Background: an optimization exercise with open tools, aiming at small area, a short achievable clock period and few clock cycles. Do not read the settings as production practice.
In this exercise RTL edits were held to simulation tests only and were not proved equivalent to the original.
No activity file was given, so power comes from the tool's default toggle rates.

### flow/design.v
`default_nettype none
package isa_pkg;
    typedef logic [15:0] word_t;
    typedef enum logic [3:0] {
        op_nop  = 4'd0,
        op_jmp  = 4'd1,    
        op_call = 4'd2,    
        op_ret  = 4'd3,    
        op_halt = 4'd15
    } opcode_t;
    typedef struct packed {
        opcode_t     opcode;
        logic [11:0] operand;
    } instr_t;
endpackage
`default_nettype wire
`default_nettype none
package flow_pkg;
    typedef logic [15:0] addr_t;
    typedef struct packed {
        logic load_start;   
        logic load_instr;   
        logic load_stack;   
        logic incr;
    } pc_ctrl_t;
    typedef struct packed {
        logic push;
        logic pop;
    } sp_ctrl_t;
endpackage
`default_nettype wire
`timescale 1ns/1ps
`default_nettype none
module program_flow_unit
(
    input  logic  clk,
    input  logic  reset,
    input  logic  start,
    input  flow_pkg::addr_t start_addr,
    input  logic  prog_we,
    input  flow_pkg::addr_t prog_addr,
    input  isa_pkg::word_t prog_data,
    output flow_pkg::addr_t pc,
    output flow_pkg::addr_t sp,
    output logic  halted,
    output logic  fault,
    output logic  retire
);
    localparam int nw = 128;   
    logic              running;
    logic [3:0]        depth;    
    logic [15:0]       stk [8];
    logic [16*nw-1:0]  bank_e;
    logic [16*nw-1:0]  bank_o;
    logic [7:0]        lo_o, lo_e;
    logic [15:0]       hi_o, hi_e;
    logic wr;
    assign wr = prog_we & ~running;
    genvar gi;
    generate
        for (gi = 0; gi < nw; gi++) begin : g_row
            always_ff @(posedge clk) begin
                if (wr && prog_addr[7:1] == 7'(gi) && !prog_addr[0])
                    bank_e[16*gi +: 16] <= prog_data;
                if (wr && prog_addr[7:1] == 7'(gi) && prog_addr[0])
                    bank_o[16*gi +: 16] <= prog_data;
            end
        end
    endgenerate
    logic [nw-1:0] sel_e, sel_o;
    logic [15:0]   rd_e, rd_o;
    pfu_rowsel u_rowsel_e (.lo(lo_e), .hi(hi_e), .sel(sel_e));
    pfu_rowsel u_rowsel_o (.lo(lo_o), .hi(hi_o), .sel(sel_o));
    pfu_bankrd u_bankrd_e (.sel(sel_e), .words(bank_e), .rd(rd_e));
    pfu_bankrd u_bankrd_o (.sel(sel_o), .words(bank_o), .rd(rd_o));
    logic        full, empty;
    logic [15:0] pc_inc1, pc_inc2, top;
    assign full    = depth[3];
    assign empty   = (depth == 4'd0);
    assign pc_inc1 = pc + 16'd1;
    assign pc_inc2 = pc + 16'd2;
    assign top     = stk[3'(depth - 4'd1)];
    logic ae, ao, ld;
    assign ae = running & ~pc[0];    
    assign ao = running & pc[0];     
    assign ld = ~running & start;
    logic c0_tgt_e, c0_tgt_o, c0_ret, c0_inc, c0_stop, c0_fault, c0_call;
    logic c1_tgt_e, c1_tgt_o, c1_ret, c1_inc;
    logic c2_tgt_e, c2_tgt_o, c2_ret, c2_inc;
    pfu_ctl u_ctl_pc (
        .op_e(rd_e[15:12]), .op_o(rd_o[15:12]), .ae(ae), .ao(ao), .full(full), .empty(empty),
        .tgt_e(c0_tgt_e), .tgt_o(c0_tgt_o), .ret(c0_ret), .inc(c0_inc),
        .stop(c0_stop), .flt(c0_fault), .call(c0_call)
    );
    pfu_ctl u_ctl_ro (
        .op_e(rd_e[15:12]), .op_o(rd_o[15:12]), .ae(ae), .ao(ao), .full(full), .empty(empty),
        .tgt_e(c1_tgt_e), .tgt_o(c1_tgt_o), .ret(c1_ret), .inc(c1_inc),
        .stop(), .flt(), .call()
    );
    pfu_ctl u_ctl_re (
        .op_e(rd_e[15:12]), .op_o(rd_o[15:12]), .ae(ae), .ao(ao), .full(full), .empty(empty),
        .tgt_e(c2_tgt_e), .tgt_o(c2_tgt_o), .ret(c2_ret), .inc(c2_inc),
        .stop(), .flt(), .call()
    );
    logic [7:0]  eo_lo_o, eo_lo_e, oo_lo_o, oo_lo_e, r_lo_o, r_lo_e, s_lo_o, s_lo_e;
    logic [15:0] eo_hi_o, eo_hi_e, oo_hi_o, oo_hi_e, r_hi_o, r_hi_e, s_hi_o, s_hi_e;
    pfu_rowdec u_dec_te (.x(rd_e[7:0]),       .lo_o(eo_lo_o), .hi_o(eo_hi_o), .lo_e(eo_lo_e), .hi_e(eo_hi_e));
    pfu_rowdec u_dec_to (.x(rd_o[7:0]),       .lo_o(oo_lo_o), .hi_o(oo_hi_o), .lo_e(oo_lo_e), .hi_e(oo_hi_e));
    pfu_rowdec u_dec_r  (.x(top[7:0]),        .lo_o(r_lo_o),  .hi_o(r_hi_o),  .lo_e(r_lo_e),  .hi_e(r_hi_e));
    pfu_rowdec u_dec_s  (.x(start_addr[7:0]), .lo_o(s_lo_o),  .hi_o(s_hi_o),  .lo_e(s_lo_e),  .hi_e(s_hi_e));
    logic [7:0]  i_lo_o, i_lo_e;
    logic [15:0] i_hi_o, i_hi_e;
    assign i_lo_o = lo_e;
    assign i_hi_o = hi_e;
    assign i_lo_e = {lo_o[6:0], lo_o[7]};
    assign i_hi_e = lo_o[7] ? {hi_o[14:0], hi_o[15]} : hi_o;
    logic        keep;
    logic [15:0] base;
    assign keep = c0_stop | ~running;
    assign base = ld ? start_addr : pc;
    always_ff @(posedge clk or negedge reset) begin
        if (!reset) begin
            running <= 1'b0;
            pc      <= '0;
            fault   <= 1'b0;
            retire  <= 1'b0;
            depth   <= 4'd0;
        end else begin
            running <= (running & ~c0_stop) | ld;
            retire  <= running & ~c0_stop;
            if (ld)
                fault <= 1'b0;
            else if (c0_stop)
                fault <= c0_fault;
            if (c0_call)
                depth <= depth + 4'd1;
            else if (c0_ret)
                depth <= depth - 4'd1;
            pc <= ({16{c0_tgt_e}} & rd_e)
                | ({16{c0_tgt_o}} & rd_o)
                | ({16{c0_ret}}   & top)
                | ({16{c0_inc}}   & pc_inc1)
                | ({16{keep}}     & base);
        end
    end
    always_ff @(posedge clk) begin
        lo_o <= ({8{c1_tgt_e}} & eo_lo_o) | ({8{c1_tgt_o}} & oo_lo_o) | ({8{c1_ret}} & r_lo_o)
              | ({8{c1_inc}} & i_lo_o) | ({8{ld}} & s_lo_o);
        hi_o <= ({16{c1_tgt_e}} & eo_hi_o) | ({16{c1_tgt_o}} & oo_hi_o) | ({16{c1_ret}} & r_hi_o)
              | ({16{c1_inc}} & i_hi_o) | ({16{ld}} & s_hi_o);
        lo_e <= ({8{c2_tgt_e}} & eo_lo_e) | ({8{c2_tgt_o}} & oo_lo_e) | ({8{c2_ret}} & r_lo_e)
              | ({8{c2_inc}} & i_lo_e) | ({8{ld}} & s_lo_e);
        hi_e <= ({16{c2_tgt_e}} & eo_hi_e) | ({16{c2_tgt_o}} & oo_hi_e) | ({16{c2_ret}} & r_hi_e)
              | ({16{c2_inc}} & i_hi_e) | ({16{ld}} & s_hi_e);
    end
    always_ff @(posedge clk) begin
        if (running && !full)
            stk[depth[2:0]] <= pc_inc2;
    end
    assign halted = ~running;
    assign sp     = 16'h018F - {12'd0, depth};
endmodule
module pfu_ctl
(
    input  logic [3:0] op_e,
    input  logic [3:0] op_o,
    input  logic       ae,
    input  logic       ao,
    input  logic       full,
    input  logic       empty,
    output logic       tgt_e,
    output logic       tgt_o,
    output logic       ret,
    output logic       inc,
    output logic       stop,
    output logic       flt,
    output logic       call
);
    logic j_e, c_e, r_e, h_e, j_o, c_o, r_o, h_o;
    assign j_e = (op_e == 4'h1);
    assign c_e = (op_e == 4'h2);
    assign r_e = (op_e == 4'h3);
    assign h_e = (op_e == 4'hF);
    assign j_o = (op_o == 4'h1);
    assign c_o = (op_o == 4'h2);
    assign r_o = (op_o == 4'h3);
    assign h_o = (op_o == 4'hF);
    assign tgt_o = ae & (j_e | (c_e & ~full));
    assign tgt_e = ao & (j_o | (c_o & ~full));
    assign ret   = ~empty & ((ae & r_e) | (ao & r_o));
    assign inc   = (ae & ~(j_e | c_e | r_e | h_e)) | (ao & ~(j_o | c_o | r_o | h_o));
    assign stop  = (ae & (h_e | (c_e & full) | (r_e & empty)))
                 | (ao & (h_o | (c_o & full) | (r_o & empty)));
    assign flt   = (full & ((ae & c_e) | (ao & c_o))) | (empty & ((ae & r_e) | (ao & r_o)));
    assign call  = ~full & ((ae & c_e) | (ao & c_o));
endmodule
module pfu_rowdec
(
    input  logic [7:0]  x,
    output logic [7:0]  lo_o,
    output logic [15:0] hi_o,
    output logic [7:0]  lo_e,
    output logic [15:0] hi_e
);
    logic [7:0] xe;
    assign xe   = x + 8'd1;
    assign lo_o = 8'd1 << x[3:1];
    assign hi_o = 16'd1 << x[7:4];
    assign lo_e = 8'd1 << xe[3:1];
    assign hi_e = 16'd1 << xe[7:4];
endmodule
module pfu_rowsel
(
    input  logic [7:0]   lo,
    input  logic [15:0]  hi,
    output logic [127:0] sel
);
    always_comb begin
        for (int i = 0; i < 128; i++) sel[i] = lo[i % 8] & hi[i / 8];
    end
endmodule
module pfu_bankrd
(
    input  logic [127:0]  sel,
    input  logic [2047:0] words,
    output logic [15:0]   rd
);
    always_comb begin
        rd = '0;
        for (int i = 0; i < 128; i++) rd = rd | ({16{sel[i]}} & words[16*i +: 16]);
    end
endmodule
`default_nettype wire
### flow/run.sh
#!/bin/bash
# synth_recipe.tcl (not shown) runs the flow's synth.tcl, then flattens the netlist and writes it again
# the make line also repeats each setting of config.mk as NAME=value (left out here)
make -C /OpenROAD-flow-scripts/flow DESIGN_CONFIG=/design/flow/config.mk WORK_HOME=/design/flow/orfs CLKGATE_MAP_FILE= SYNTH_SCRIPT=/design/flow/synth_recipe.tcl finish
### flow/config.mk
export PLATFORM = sky130hd
export DESIGN_NAME = program_flow_unit
export DESIGN_NICKNAME = program_flow_unit
export VERILOG_FILES = /design/flow/design.v
export SDC_FILE = /design/flow/constraint.sdc
export NUM_CORES = 4
export LEC_CHECK = 0
export CAP_MARGIN = 20
export CORE_MARGIN = 2
export CORE_UTILIZATION = 40
export CTS_CLUSTER_DIAMETER = 100
export CTS_CLUSTER_SIZE = 20
export PLACE_DENSITY = 0.6
export SETUP_SLACK_MARGIN = 2.5
export SLEW_MARGIN = 20
export SYNTH_HIERARCHICAL = 1
export SYNTH_MINIMUM_KEEP_SIZE = 0
### flow/constraint.sdc
create_clock -name core_clock -period 6.0 [get_ports {clk}]
set_input_delay 1.2000 -clock core_clock [delete_from_list [all_inputs] [get_ports {clk}]]
set_output_delay 1.2000 -clock core_clock [all_outputs]
set_load 0.01 [all_outputs]
==> out/results.md, run 1 <==
• status: no timing/DRC/antenna violations
• maximum number of pins on one net before global-route repair: 169
• first-pass iteration count of the detailed router: 10
• clock tree skew after final layout: 84.2 ps
• count of hold buffers inserted by post-cts repair: 0
• sequential share of power: 53.7%
• Critical Path AT: 4910 ps
• Post-Syn Area per Cell: 18.0 um2
• classification of the worst setup path: register to register
• synthesized area: 161,000 um2
• routability congestion estimate: 0.920
• Max IR drop VDD: 0.000347 V
• final clock period utilization by the worst path: 67.6%
• detail-routed via count per cell: 6.16
• R2R cell count: 16
• clock share of power: 25.9%
• Remaining Overflow, GRT: 0
• final hold vios: 0
• Int Pwr: 45.5 mW
• clock insertion delay at the later pin of the skew report: 1000 ps
• final period demand of the worst path: 4050 ps
• worst-case headroom to the max-slew limit: 17.4%
• power per cell area: 349 nW/um2
• via count of the first global-routing pass: 86,508
• Core Rows: 232
• Achievable Freq: 247 MHz
• area growth from synthesis to final layout: 13.2%
• number of antenna violations at the first check in global routing: 29
• Total Die Area: 407,000 um2
• setup repair after global routing missed its margin: yes
• maxcap violations: 0
• count of input and output buffers: 66
• via total after detailed routing: 90,360
• top-level port count: 87
• floorplan die height: 638 um
• Tot GR Track Use: 21.8%
• TritonCTS sink count: 4,295
• Hold Crit Class: input pin to async pin
• maximum count of clock buffers along a single path: 4
• wire length reported by the detailed router: 460,000 um
• ratio of cells with drive above 1 in the final layout: 20.3%
• drt initial violations: 12,391
• reg-to-reg startpoint: lo_o[3]
• transition at the pin with the smallest max-transition slack: 1240 ps
• CTS tree: built
• crit path launch type: register
• required arrival time at the worst endpoint: 6860 ps
• slack of the worst reg-to-reg path: 1950 ps
• critical path endpoint category: register
• Gate power share: 20.4%
• number of nets in the final layout: 9,388
• clock tree root buffer cell: sky130_fd_sc_hd__clkbuf_16
• number of endpoints failing setup at the final stage: 0
• horizontal extent of the die: 638 um
• drt drc: 0
• residual antenna-violating net count after detailed routing: 0
• CP Max Fanout: 8
• switching component of the power: 18.0 mW
• clock transition at the registers of the reported paths: 100 ps
• gate count of the mapped netlist: 8,934
• Final Slew Violations: 0
• capture point of the worst reg-to-reg path: hi_e[11]
• Initial Utilization: 40.2%
• clock buffer count from CTS: 238
• global-route wire length before repair: 642,000 um
• core area: 400,000 um2
• Yosys Warn Count: 9
• final sum of negative setup slack: 0 ps
• post-route total power: 63.5 mW
• switch share: 28.3%
• half-perimeter wire length after detailed placement: 284,000 um
• number of H-tree levels: 4
• leakage dissipation: 56.6 nW
• routed wire length per instance: 31.3 um
-- layer usage --
layer  up-vias  wire length [um]  global-route usage [%]
li1      37926                 -                       -
met1     47101            183000                    30.1
met2      4628            218000                    35.2
met3       701             41600                    3.42
met4         4             17500                    7.27
met5         -                23                       0
-- worst max-delay path, stage by stage (launching register included) --
cell,delay [ps]
sky130_fd_sc_hd__dfxtp_4,440
sky130_fd_sc_hd__buf_6,170
sky130_fd_sc_hd__and2_4,200
sky130_fd_sc_hd__buf_12,140
sky130_fd_sc_hd__a22o_1,240
sky130_fd_sc_hd__a221oi_4,300
sky130_fd_sc_hd__nand4_1,330
sky130_fd_sc_hd__nor4_2,330
sky130_fd_sc_hd__buf_4,210
sky130_fd_sc_hd__nand3_4,120
sky130_fd_sc_hd__buf_4,230
sky130_fd_sc_hd__nand2_1,90
sky130_fd_sc_hd__nor2_2,90
sky130_fd_sc_hd__xor2_4,200
sky130_fd_sc_hd__and3_1,210
sky130_fd_sc_hd__a222oi_1,410
sky130_fd_sc_hd__nand3_1,170
-- registers in the layout (all words and copies together) (netlist names), 4 cells and up --
signal  cells
stk       128
hi_e       16
hi_o       16
lo_e        8
bank_e   2048
bank_o   2048
depth       4
lo_o        8
pc         16
-- metrics by stage --
stage | cell area, um2 | worst slack [ps] | cells | hold WS, ps | utilization (%)
floorplan | 161000 | 2570 | 8944 | 536 | -
CTS | 181000 | 2040 | 14606 | 175 | 45.2
global placement | 169000 | 741 | 14173 | 585 | 42.3
global route | 182000 | 1860 | 14668 | 225 | 45.5
detailed placement | 169000 | 718 | 14175 | 586 | 42.3
finish | 182000 | 1950 | 14678 | 224 | 45.5
-- cell type report --
type	instances	area, um2
Fill cell	33610	218000
Sequential cell	4295	129000
Multi-Input combinational cell	3999	33400
Timing Repair Buffer	782	7090
Tap cell	5265	6590
Clock buffer	294	6200
Clock inverter	14	236
Antenna cell	18	45.0
Inverter	11	41.3
-- worst max path at each step --
stage,start,endpoint,slack [ps],depth (start not counted)
floorplan,lo_o[0],pc[13],2570,17
global placement,hi_o[12],hi_e[2],740,12
detailed placement,hi_o[3],hi_e[3],720,13
CTS,lo_e[3],hi_e[14],2040,16
global route,lo_o[2],hi_e[1],1860,16
finish,lo_o[3],hi_e[11],1950,16
-- what timing repair did --
action / in CTS / in global routing
pin swaps: 192 / 147
gates cloned: 22 / 6
setup buffers: 101 / 48
endpoints found under the setup margin: 343 / 318
gates resized for setup: 984 / 141
-- power groups by stage --
stage	clock network, mW	registers, mW	logic [mW]
after global routing	17.7	34.1	13.4
after global placement	0	34.7	9.73
final	16.5	34.1	13.0
after floorplan	0	34.3	5.26
after detailed placement	0	34.7	9.80
after CTS	16.7	34.1	11.9
-- placed cells by master (no fill, tap or decap), drive strengths merged, types with 43 or more instances in the layout --
cell           count
edfxtp          4224
buf              730
a22oi            710
a221oi           705
a22o             704
nor2             360
nand4            317
clkbuf           296
and2             274
nand2            207
nand3            194
nor3             127
nor4              71
dfxtp             48
clkdlybuf4s50     43
Testbench counts, summed over its fixed seeds: cycles 30,964.
==> inputs of run 2 (changes only) <==
--- a/flow/design.v
+++ b/flow/design.v
@@ -204,8 +204,6 @@
 );
-    logic [7:0] xe;
-    assign xe   = x + 8'd1;
     assign lo_o = 8'd1 << x[3:1];
     assign hi_o = 16'd1 << x[7:4];
-    assign lo_e = 8'd1 << xe[3:1];
-    assign hi_e = 16'd1 << xe[7:4];
+    assign lo_e = x[0] ? {lo_o[6:0], lo_o[7]} : lo_o;
+    assign hi_e = (x[0] & (x[3:1] == 3'd7)) ? {hi_o[14:0], hi_o[15]} : hi_o;
 endmodule
==> out/results.md, run 2 <==
• status: no timing/DRC/antenna violations
• clock tree root buffer cell: sky130_fd_sc_hd__clkbuf_16
• drt drc: 0
• via count of the first global-routing pass: 86,429
• final period demand of the worst path: 4220 ps
• crit path launch type: register
• slack of the worst reg-to-reg path: 1780 ps
• residual antenna-violating net count after detailed routing: 0
• clock insertion delay at the later pin of the skew report: 1000 ps
• CTS tree: built
• via total after detailed routing: 90,113
• maxcap violations: 0
• gate count of the mapped netlist: 8,890
• Yosys Warn Count: 9
• number of H-tree levels: 4
• detail-routed via count per cell: 6.16
• number of endpoints failing setup at the final stage: 0
• largest stage delay on the critical path: 850 ps
• Tot GR Track Use: 21.6%
• wire length reported by the detailed router: 458,000 um
• final sum of negative setup slack: 0 ps
• area of all placed cells without fillers: 181,000 um2
• final hold vios: 0
• TritonCTS sink count: 4,295
• final clock period utilization by the worst path: 70.4%
• slowest CP cell: sky130_fd_sc_hd__a222oi_1
• critical path endpoint category: register
• Buf/Inv on CP: 3
• Initial Utilization: 40.2%
• multi-input gate area in the final layout: 32,000 um2
• routability congestion estimate: 0.922
• Post-Syn Area per Cell: 18.1 um2
• number of antenna violations at the first check in global routing: 50
• transition at the pin with the smallest max-transition slack: 1310 ps
• half-perimeter wire length after detailed placement: 281,000 um
• leakage dissipation: 56.7 nW
• drt initial violations: 12,420
• horizontal extent of the die: 638 um
• Final Slew Violations: 0
• ratio of cells with drive above 1 in the final layout: 18.5%
• post-placement setup slack: 810 ps
• CP Max Fanout: 7
• Total Die Area: 407,000 um2
• most common cell after layout, fill and taps aside: sky130_fd_sc_hd__edfxtp_1
• Hold Crit Class: input pin to register
• required arrival time at the worst endpoint: 6800 ps
• Max IR drop VDD: 0.000315 V
• Critical Path AT: 5020 ps
• Core Rows: 232
• clock tree skew after final layout: 110 ps
• area taken by flip-flops and latches: 129,000 um2
• commonest cells after routing, fill and taps aside: sky130_fd_sc_hd__edfxtp_1, sky130_fd_sc_hd__a22o_1, sky130_fd_sc_hd__a22oi_1
• area growth from synthesis to final layout: 12.4%
• global-route wire length before repair: 637,000 um
• Achievable Freq: 237 MHz
• first-pass iteration count of the detailed router: 10
• fill count: 33,685
• count of input and output buffers: 66
• clock buffer count from CTS: 237
• routed wire length per instance: 31.3 um
• area post-placement: 169,000 um2
• synthesized area: 161,000 um2
• Remaining Overflow, GRT: 0
• ordered list of cells on the worst path: buf_12, and2_4, a22o_1, a221oi_2, nand4_1, nor4_1, buf_4, nand3_1, buf_6, mux2i_1, and3_4, a222oi_1, o2111ai_2
• core area: 400,000 um2
• maximum number of pins on one net before global-route repair: 169
• number of nets in the final layout: 9,300
• power per cell area: 351 nW/um2
• crit-path leading delay family: compound AO/OA/AOI/OAI gates
• clock transition at the registers of the reported paths: 100 ps
• setup repair after global routing missed its margin: yes
• worst-case headroom to the max-slew limit: 13.0%
• top-level port count: 87
• classification of the worst setup path: register to register
• maximum count of clock buffers along a single path: 4
• floorplan die height: 638 um
• PnR worst setup slack: 1780 ps
• post-route total power: 63.6 mW
-- run 2: metal layers --
metal	vias to the layer above	global-route usage (%)	wire, um
met5	-	0	116
met4	20	7.93	18300
met3	743	3.52	41300
met2	4450	34.8	217000
met1	47163	29.6	182000
li1	37737	-	-
-- run 2: path summary, 6_finish.rpt --
| path | from | endpoint | cells after the start |
|---|---|---|---|
| worst max register to register | hi_e[5] | pc[6] | 13 |
| min in group asynchronous | reset | pc[6] | 2 |
| worst max-delay path | hi_e[5] | pc[6] | 13 |
| max in group asynchronous | reset | depth[3] | 2 |
| worst min register to register | lo_e[3] | lo_o[3] | 2 |
| worst min-delay path | prog_data[8] | bank_o[680] | 1 |
-- run 2: layout make-up --
cell class | count | share of cell area, %
diodes | 25 | 0.0346
clock buffers | 315 | 3.46
clock inverters | 12 | 0.0857
inverters | 103 | 0.216
multi-input cells | 3854 | 17.7
flip-flops and latches | 4295 | 71.0
well taps | 5265 | 3.64
repair buffers | 752 | 3.84
-- run 2: stage by stage --
step	hold slack, ps	instances	util, %
3_3_place_gp	591	14105	42.3
4_1_cts	517	14531	44.8
3_5_place_dp	584	14105	42.3
2_1_floorplan	531	8900	-
6_report	566	14621	45.2
5_1_grt	552	14604	45.2
-- run 2: power breakdown --
| group | internal [mW] | leakage, nW | total [mW] | switching (mW) |
|---|---|---|---|---|
| clock | 7.32 | 3.11 | 16.5 | 9.16 |
| sequential | 33.4 | 38.7 | 34.1 | 0.696 |
| combinational | 5.01 | 14.9 | 13.0 | 7.98 |
| total | 45.8 | 56.7 | 63.6 | 17.8 |
-- run 2: repair_timing --
| action | CTS | global route |
|---|---|---|
| setup buffers | 92 | 48 |
| pin swaps | 168 | 139 |
| hold buffers | 0 | 0 |
| gates resized for setup | 727 | 218 |
| setup endpoints to repair | 261 | 237 |
| gates cloned | 7 | 17 |
Testbench counts of run 2, summed over its fixed seeds: cycles 30,964.
==> inputs of run 3 (changes only) <==
--- a/flow/design.v
+++ b/flow/design.v
@@ -54,3 +54,3 @@
     logic [16*nw-1:0]  bank_o;
-    logic [7:0]        lo_o, lo_e;
+    logic [7:0]        lo_o, lo_e, lo_o2, lo_e2;
     logic [15:0]       hi_o, hi_e;
@@ -71,4 +71,4 @@
     logic [15:0]   rd_e, rd_o;
-    pfu_rowsel u_rowsel_e (.lo(lo_e), .hi(hi_e), .sel(sel_e));
-    pfu_rowsel u_rowsel_o (.lo(lo_o), .hi(hi_o), .sel(sel_o));
+    pfu_rowsel u_rowsel_e (.lo_a(lo_e), .lo_b(lo_e2), .hi(hi_e), .sel(sel_e));
+    pfu_rowsel u_rowsel_o (.lo_a(lo_o), .lo_b(lo_o2), .hi(hi_o), .sel(sel_o));
     pfu_bankrd u_bankrd_e (.sel(sel_e), .words(bank_e), .rd(rd_e));
@@ -145,11 +145,23 @@
     end
+    logic [7:0]  nlo_o, nlo_o2, nlo_e, nlo_e2;
+    logic [15:0] nhi_o, nhi_e;
+    pfu_sel5 #(8)  u_nlo_o  (.t_e(c1_tgt_e), .t_o(c1_tgt_o), .r(c1_ret), .i(c1_inc), .l(ld),
+                             .a_te(eo_lo_o), .a_to(oo_lo_o), .a_r(r_lo_o), .a_i(i_lo_o), .a_l(s_lo_o), .y(nlo_o));
+    pfu_sel5 #(8)  u_nlo_o2 (.t_e(c1_tgt_e), .t_o(c1_tgt_o), .r(c1_ret), .i(c1_inc), .l(ld),
+                             .a_te(eo_lo_o), .a_to(oo_lo_o), .a_r(r_lo_o), .a_i(i_lo_o), .a_l(s_lo_o), .y(nlo_o2));
+    pfu_sel5 #(16) u_nhi_o  (.t_e(c1_tgt_e), .t_o(c1_tgt_o), .r(c1_ret), .i(c1_inc), .l(ld),
+                             .a_te(eo_hi_o), .a_to(oo_hi_o), .a_r(r_hi_o), .a_i(i_hi_o), .a_l(s_hi_o), .y(nhi_o));
+    pfu_sel5 #(8)  u_nlo_e  (.t_e(c2_tgt_e), .t_o(c2_tgt_o), .r(c2_ret), .i(c2_inc), .l(ld),
+                             .a_te(eo_lo_e), .a_to(oo_lo_e), .a_r(r_lo_e), .a_i(i_lo_e), .a_l(s_lo_e), .y(nlo_e));
+    pfu_sel5 #(8)  u_nlo_e2 (.t_e(c2_tgt_e), .t_o(c2_tgt_o), .r(c2_ret), .i(c2_inc), .l(ld),
+                             .a_te(eo_lo_e), .a_to(oo_lo_e), .a_r(r_lo_e), .a_i(i_lo_e), .a_l(s_lo_e), .y(nlo_e2));
+    pfu_sel5 #(16) u_nhi_e  (.t_e(c2_tgt_e), .t_o(c2_tgt_o), .r(c2_ret), .i(c2_inc), .l(ld),
+                             .a_te(eo_hi_e), .a_to(oo_hi_e), .a_r(r_hi_e), .a_i(i_hi_e), .a_l(s_hi_e), .y(nhi_e));
     always_ff @(posedge clk) begin
-        lo_o <= ({8{c1_tgt_e}} & eo_lo_o) | ({8{c1_tgt_o}} & oo_lo_o) | ({8{c1_ret}} & r_lo_o)
-              | ({8{c1_inc}} & i_lo_o) | ({8{ld}} & s_lo_o);
-        hi_o <= ({16{c1_tgt_e}} & eo_hi_o) | ({16{c1_tgt_o}} & oo_hi_o) | ({16{c1_ret}} & r_hi_o)
-              | ({16{c1_inc}} & i_hi_o) | ({16{ld}} & s_hi_o);
-        lo_e <= ({8{c2_tgt_e}} & eo_lo_e) | ({8{c2_tgt_o}} & oo_lo_e) | ({8{c2_ret}} & r_lo_e)
-              | ({8{c2_inc}} & i_lo_e) | ({8{ld}} & s_lo_e);
-        hi_e <= ({16{c2_tgt_e}} & eo_hi_e) | ({16{c2_tgt_o}} & oo_hi_e) | ({16{c2_ret}} & r_hi_e)
-              | ({16{c2_inc}} & i_hi_e) | ({16{ld}} & s_hi_e);
+        lo_o  <= nlo_o;
+        lo_o2 <= nlo_o2;
+        hi_o  <= nhi_o;
+        lo_e  <= nlo_e;
+        lo_e2 <= nlo_e2;
+        hi_e  <= nhi_e;
     end
@@ -211,3 +223,4 @@
 (
-    input  logic [7:0]   lo,
+    input  logic [7:0]   lo_a,
+    input  logic [7:0]   lo_b,
     input  logic [15:0]  hi,
@@ -216,4 +229,22 @@
     always_comb begin
-        for (int i = 0; i < 128; i++) sel[i] = lo[i % 8] & hi[i / 8];
-    end
+        for (int i = 0; i < 64; i++)   sel[i] = lo_a[i % 8] & hi[i / 8];
+        for (int i = 64; i < 128; i++) sel[i] = lo_b[i % 8] & hi[i / 8];
+    end
+endmodule
+module pfu_sel5 #(
+    parameter int w = 8
+) (
+    input  logic         t_e,
+    input  logic         t_o,
+    input  logic         r,
+    input  logic         i,
+    input  logic         l,
+    input  logic [w-1:0] a_te,
+    input  logic [w-1:0] a_to,
+    input  logic [w-1:0] a_r,
+    input  logic [w-1:0] a_i,
+    input  logic [w-1:0] a_l,
+    output logic [w-1:0] y
+);
+    assign y = ({w{t_e}} & a_te) | ({w{t_o}} & a_to) | ({w{r}} & a_r) | ({w{i}} & a_i) | ({w{l}} & a_l);
 endmodule
==> out/results.md, run 3 <==
• clock share of power: 27.2%
• sequential share of power: 55.6%
• Critical Path AT: 4800 ps
• drt drc: 0
• final hold vios: 0
• post-placement setup slack: 760 ps
• Achievable Freq: 255 MHz
• number of antenna violations at the first check in global routing: 39
• leakage dissipation: 57.0 nW
• most common cell after layout, fill and taps aside: sky130_fd_sc_hd__edfxtp_1
• critical path endpoint category: register
• area growth from synthesis to final layout: 12.5%
• Core Rows: 233
• Post-Syn Area per Cell: 18.2 um2
• Total Die Area: 409,000 um2
• synthesized area: 161,000 um2
• switching component of the power: 16.9 mW
• transition at the pin with the smallest max-transition slack: 1200 ps
• detail-routed via count per cell: 6.20
• final period demand of the worst path: 3920 ps
• final clock period utilization by the worst path: 65.4%
• ratio of cells with drive above 1 in the final layout: 18.2%
• Initial Utilization: 40.1%
• residual antenna-violating net count after detailed routing: 0
• count of input and output buffers: 66
• worst-case headroom to the max-slew limit: 20.0%
• setup repair after global routing missed its margin: yes
• maxcap violations: 0
• via total after detailed routing: 90,742
• final core area utilization: 45.1%
• maximum number of pins on one net before global-route repair: 190
• Final Slew Violations: 0
• clock insertion delay at the later pin of the skew report: 990 ps
• floorplan die height: 639 um
• Yosys Warn Count: 9
• number of nets in the final layout: 9,293
• Int Pwr: 44.8 mW
• horizontal extent of the die: 639 um
• Tot GR Track Use: 21.9%
• commonest cells after routing, fill and taps aside: sky130_fd_sc_hd__edfxtp_1, sky130_fd_sc_hd__a22oi_1, sky130_fd_sc_hd__a22o_1
• Max IR drop VDD: 0.000370 V
• routability congestion estimate: 0.919
• post-route total power: 61.7 mW
• CP Max Fanout: 6
• required arrival time at the worst endpoint: 6880 ps
• routed wire length per instance: 31.7 um
• clock transition at the registers of the reported paths: 90 ps
• PnR worst setup slack: 2080 ps
• switch share: 27.4%
• fill count: 33,906
• crit path launch type: register
• Remaining Overflow, GRT: 0
• wire length reported by the detailed router: 464,000 um
• drt initial violations: 13,353
• half-perimeter wire length after detailed placement: 288,000 um
• via count of the first global-routing pass: 87,014
• number of endpoints failing setup at the final stage: 0
• gate count of the mapped netlist: 8,886
• CTS tree: built
• classification of the worst setup path: register to register
• final sum of negative setup slack: 0 ps
• Gate power share: 17.2%
• top-level port count: 87
• core area: 402,000 um2
• maximum count of clock buffers along a single path: 4
• clock buffer count from CTS: 240
• hold depth: 2
• clock tree root buffer cell: sky130_fd_sc_hd__clkbuf_16
• global-route wire length before repair: 649,000 um
• R2R cell count: 13
• first-pass iteration count of the detailed router: 13
• clock tree skew after final layout: 101 ps
• Hold Crit Class: register to register
• status: no timing/DRC/antenna violations
• count of hold buffers inserted by post-cts repair: 0
• number of H-tree levels: 4
• TritonCTS sink count: 4,311
• power per cell area: 340 nW/um2
[run 3: per-layer routing]
| metal | track usage, % | vias to the layer above | part of all wire, % |
|---|---|---|---|
| li1 | - | 37862 | - |
| met1 | 30.2 | 47461 | 39 |
| met2 | 35.6 | 4739 | 48 |
| met3 | 3.47 | 674 | 9.1 |
| met4 | 7.43 | 6 | 3.8 |
| met5 | 0 | - | 0.0073 |
[run 3: critical path, stage by stage, from the launching register on]
cell	delay [ps]
sky130_fd_sc_hd__dfxtp_4	420
sky130_fd_sc_hd__buf_6	160
sky130_fd_sc_hd__and2_4	210
sky130_fd_sc_hd__buf_12	140
sky130_fd_sc_hd__buf_4	130
sky130_fd_sc_hd__a22o_1	200
sky130_fd_sc_hd__a221oi_1	450
sky130_fd_sc_hd__nand4_1	470
sky130_fd_sc_hd__nor4_1	410
sky130_fd_sc_hd__buf_4	240
sky130_fd_sc_hd__nand3_1	260
sky130_fd_sc_hd__a222oi_1	370
sky130_fd_sc_hd__nand2_1	100
sky130_fd_sc_hd__a311o_1	280
[run 3: cell type report]
type	instances	area, um2	area share, %
clock buffers	317	6360	3.50
flip-flops and latches	4311	129000	71.0
diodes	18	45.0	0.0248
multi-input cells	3838	32300	17.8
repair buffers	741	6680	3.68
well taps	5287	6620	3.64
clock inverters	13	239	0.132
inverters	105	400	0.221
[run 3: repair_timing]
action	CTS	global route
resized for setup	768	211
pin swaps	150	142
gates cloned	9	3
buffers inserted	82	83
endpoints found under the setup margin	358	113
[run 3: path summary, 6_finish.rpt]
| path | start | to | slack, ps |
|---|---|---|---|
| worst min-delay path | lo_o[5] | lo_e2[6] | 580 |
| min in group asynchronous | reset | fault | 600 |
| worst max-delay path | hi_o[11] | pc[9] | 2080 |
| worst max register to register | hi_o[11] | pc[9] | 2080 |
| max in group asynchronous | reset | pc[7] | 5090 |
| worst min register to register | lo_o[5] | lo_e2[6] | 580 |
[run 3: power groups by stage]
stage / sequential [mW] / combinational (mW) / clock, mW
final: 34.3 / 10.6 / 16.7
after global placement: 35.0 / 8.54 / 0
after floorplan: 34.4 / 4.67 / 0
after detailed placement: 35.0 / 8.63 / 0
after global routing: 34.3 / 10.9 / 17.9
after CTS: 34.3 / 9.74 / 17.0
[run 3: stage by stage]
step                std cells  instance area (um2)  hold slack [ps]
floorplan                8896               161000              543
global placement        14103               169000              560
detailed placement      14104               170000              548
CTS                     14525               180000              542
global route            14620               181000              595
finish                  14630               182000              577
Testbench counts of run 3, summed over its fixed seeds: cycles 30,964.
==> inputs of run 4 (changes only) <==
--- a/flow/design.v
+++ b/flow/design.v
@@ -120,2 +120,5 @@
     assign base = ld ? start_addr : pc;
+    logic [15:0] pc_n;
+    pfu_sel5 #(16) u_pc_n (.t_e(c0_tgt_e), .t_o(c0_tgt_o), .r(c0_ret), .i(c0_inc), .l(keep),
+                           .a_te(rd_e), .a_to(rd_o), .a_r(top), .a_i(pc_inc1), .a_l(base), .y(pc_n));
     always_ff @(posedge clk or negedge reset) begin
@@ -138,7 +141,3 @@
                 depth <= depth - 4'd1;
-            pc <= ({16{c0_tgt_e}} & rd_e)
-                | ({16{c0_tgt_o}} & rd_o)
-                | ({16{c0_ret}}   & top)
-                | ({16{c0_inc}}   & pc_inc1)
-                | ({16{keep}}     & base);
+            pc <= pc_n;
         end
@@ -248,3 +247,37 @@
 );
-    assign y = ({w{t_e}} & a_te) | ({w{t_o}} & a_to) | ({w{r}} & a_r) | ({w{i}} & a_i) | ({w{l}} & a_l);
+    logic [w-1:0] n_t, n_ri, n_l;
+    pfu_aoi22 #(w) u_t  (.s0(t_e), .a(a_te), .s1(t_o), .b(a_to), .y(n_t));
+    pfu_aoi22 #(w) u_ri (.s0(r),   .a(a_r),  .s1(i),   .b(a_i),  .y(n_ri));
+    pfu_nand2 #(w) u_l  (.s(l), .a(a_l), .y(n_l));
+    pfu_nand3 #(w) u_y  (.a(n_t), .b(n_ri), .c(n_l), .y(y));
+endmodule
+module pfu_aoi22 #(
+    parameter int w = 8
+) (
+    input  logic         s0,
+    input  logic [w-1:0] a,
+    input  logic         s1,
+    input  logic [w-1:0] b,
+    output logic [w-1:0] y
+);
+    assign y = ~(({w{s0}} & a) | ({w{s1}} & b));
+endmodule
+module pfu_nand2 #(
+    parameter int w = 8
+) (
+    input  logic         s,
+    input  logic [w-1:0] a,
+    output logic [w-1:0] y
+);
+    assign y = ~({w{s}} & a);
+endmodule
+module pfu_nand3 #(
+    parameter int w = 8
+) (
+    input  logic [w-1:0] a,
+    input  logic [w-1:0] b,
+    input  logic [w-1:0] c,
+    output logic [w-1:0] y
+);
+    assign y = ~(a & b & c);
 endmodule
==> out/results.md, run 4 <==
• crit path launch type: register
• final standard cell count with taps included and fillers excluded: 14,889
• routability congestion estimate: 0.895
• clock tree root buffer cell: sky130_fd_sc_hd__clkbuf_16
• uppermost metal layer occupied by signal nets: met5
• number of H-tree levels: 4
• ordered list of cells on the worst path: and2_4, a22o_1, a221oi_4, nand4_1, nor4_2, buf_4, nand3_1, buf_6, mux2i_4, o22ai_4, a221o_1, nand2b_4, buf_16, nand2_4, nand3_2
• worst hold-check slack: 627 ps
• Final Slew Violations: 0
• maxcap violations: 0
• clock transition at the registers of the reported paths: 90 ps
• ratio of cells with drive above 1 in the final layout: 18.8%
• Remaining Overflow, GRT: 0
• reg-to-reg startpoint: hi_e[2]
• CTS tree: built
• TritonCTS sink count: 4,311
• count of hold buffers inserted by post-cts repair: 0
• routed wire length per instance: 31.1 um
• count of input and output buffers: 66
• top-level port count: 87
• maximum count of clock buffers along a single path: 4
• drt drc: 0
• gate count of the mapped netlist: 9,041
• clock insertion delay at the later pin of the skew report: 980 ps
• via total after detailed routing: 91,107
• residual antenna-violating net count after detailed routing: 0
• clock tree skew after final layout: 84.6 ps
• Hold Crit Class: input pin to async pin
• clock buffer count from CTS: 240
• crit-path leading delay family: simple AND/OR/NAND/NOR gates
• Post-Syn Area per Cell: 18.0 um2
• final core area utilization: 45.0%
• horizontal extent of the die: 642 um
• Initial Utilization: 40.1%
• most common cell after layout, fill and taps aside: sky130_fd_sc_hd__edfxtp_1
• Critical Path AT: 4770 ps
• area of all placed cells without fillers: 183,000 um2
• CP Max Fanout: 16
• Tot GR Track Use: 21.5%
• commonest cells after routing, fill and taps aside: sky130_fd_sc_hd__edfxtp_1, sky130_fd_sc_hd__a22o_1, sky130_fd_sc_hd__a22oi_1
• number of nets in the final layout: 9,428
• floorplan die height: 642 um
• Achievable Freq: 254 MHz
• worst-case headroom to the max-slew limit: 22.5%
• slowest CP cell: sky130_fd_sc_hd__dfxtp_4
• wire length reported by the detailed router: 464,000 um
• critical path endpoint category: register
• logic depth of the worst setup path including buffers: 15
• required arrival time at the worst endpoint: 6840 ps
• maximum number of pins on one net before global-route repair: 161
• setup repair after global routing missed its margin: yes
• power per cell area: 362 nW/um2
• Max IR drop VDD: 0.000469 V
• synthesized area: 163,000 um2
• routed wire length on met3: 41,400 um
• first-pass iteration count of the detailed router: 6
• largest stage delay on the critical path: 450 ps
• number of endpoints failing setup at the final stage: 0
• Buf/Inv on CP: 3
• final period demand of the worst path: 3930 ps
• number of antenna violations at the first check in global routing: 30
• core area: 406,000 um2
• Yosys Warn Count: 9
• area post-placement: 171,000 um2
• classification of the worst setup path: register to register
• drt initial violations: 11,817
• area growth from synthesis to final layout: 12.2%
• R2R cell count: 15
• Core Rows: 234
• detail-routed via count per cell: 6.12
• Total Die Area: 413,000 um2
• global-route wire length before repair: 648,000 um
• final hold vios: 0
• final sum of negative setup slack: 0 ps
• leakage dissipation: 57.7 nW
• via count of the first global-routing pass: 88,295
• met1 wire length: 181,000 um
• half-perimeter wire length after detailed placement: 283,000 um
• cell total after placement: 14,382
• met2 wire length: 219,000 um
• Critical Path Start: hi_e[2]
• status: no timing/DRC/antenna violations
• transition at the pin with the smallest max-transition slack: 1160 ps
• final clock period utilization by the worst path: 65.6%
-- run 4: cell type report --
cell class	instances	area, um2
Fill cell	34358	223000
Sequential cell	4311	129000
Multi-Input combinational cell	3972	33300
Timing Repair Buffer	740	6910
Tap cell	5428	6790
Clock buffer	303	6310
Inverter	106	413
Clock inverter	17	299
Antenna cell	12	30.0
-- run 4: final timing paths --
path | to | slack [ps]
worst max-delay path | pc[11] | 2070
worst min-delay path | pc[12] | 630
worst max register to register | pc[11] | 2070
worst min register to register | hi_o[10] | 630
max in group asynchronous | pc[4] | 5030
min in group core_clock | bank_o[800] | 630
-- run 4: repair_timing --
item                                    in CTS  in global routing
setup buffers                               91                 57
pin swaps                                  184                119
resized for setup                          731                165
cloned                                      17                  9
endpoints found under the setup margin     144                 88
-- run 4: routing by layer --
| metal | up-vias | GRT usage (%) |
|---|---|---|
| met3 | 770 | 3.43 |
| met2 | 4491 | 34.7 |
| met1 | 47598 | 29.3 |
| met5 | - | 0 |
| met4 | 16 | 8.56 |
| li1 | 38232 | - |
-- run 4: where the power goes --
| group | switching (mW) | internal (mW) | total, mW |
|---|---|---|---|
| clock network | 9.25 | 7.43 | 16.7 |
| logic | 9.57 | 5.50 | 15.1 |
| registers | 0.843 | 33.6 | 34.4 |
| total | 19.7 | 46.5 | 66.2 |
-- run 4: through the flow --
step,power (mW),setup WS (ps)
final,66.2,2070
after detailed placement,46.1,593
after floorplan,41.2,2740
after CTS,65.0,2190
after global placement,46.0,675
after global routing,67.7,2090
Testbench counts of run 4, summed over its fixed seeds: cycles 30,964.

## separate check: timing with driven ports
No port has a modelled driver above. Below, the same layouts with a new extraction and two added sets of constraints.
Step 1 sets driving cells, clkbuf_16 on the clock port and buf_2 on the other inputs (assumed; they add their load-dependent delay and slew).
Step 2 adds t to the input delays and takes it off the output delays; t is the mean of the earliest and latest rising clock arrival at the registers after step 1. Input paths then give back, and output paths get back, about the clock's delay inside the block.
Slacks: ideal ports / drivers / drivers and shift; pairs: ideal ports / drivers.
| run | t (ns) | setup WS [ns] | worst data-port slew with drivers (ns) |
|---|---|---|---|
| run 1 | 1.063 | 1.946 / 1.946 / 1.429 | 0.28 |
| run 2 | 1.058 | 1.778 / 1.778 / 1.343 | 0.25 |
| run 3 | 1.052 | 2.078 / 2.078 / 1.337 | 0.30 |
| run 4 | 1.055 | 2.067 / 2.067 / 1.474 | 0.19 |
After both steps setup and hold are still met in every run listed. The setup slack of run 3, which loses most, moves by 0.000 ns with the drivers and by -0.741 ns with both steps.
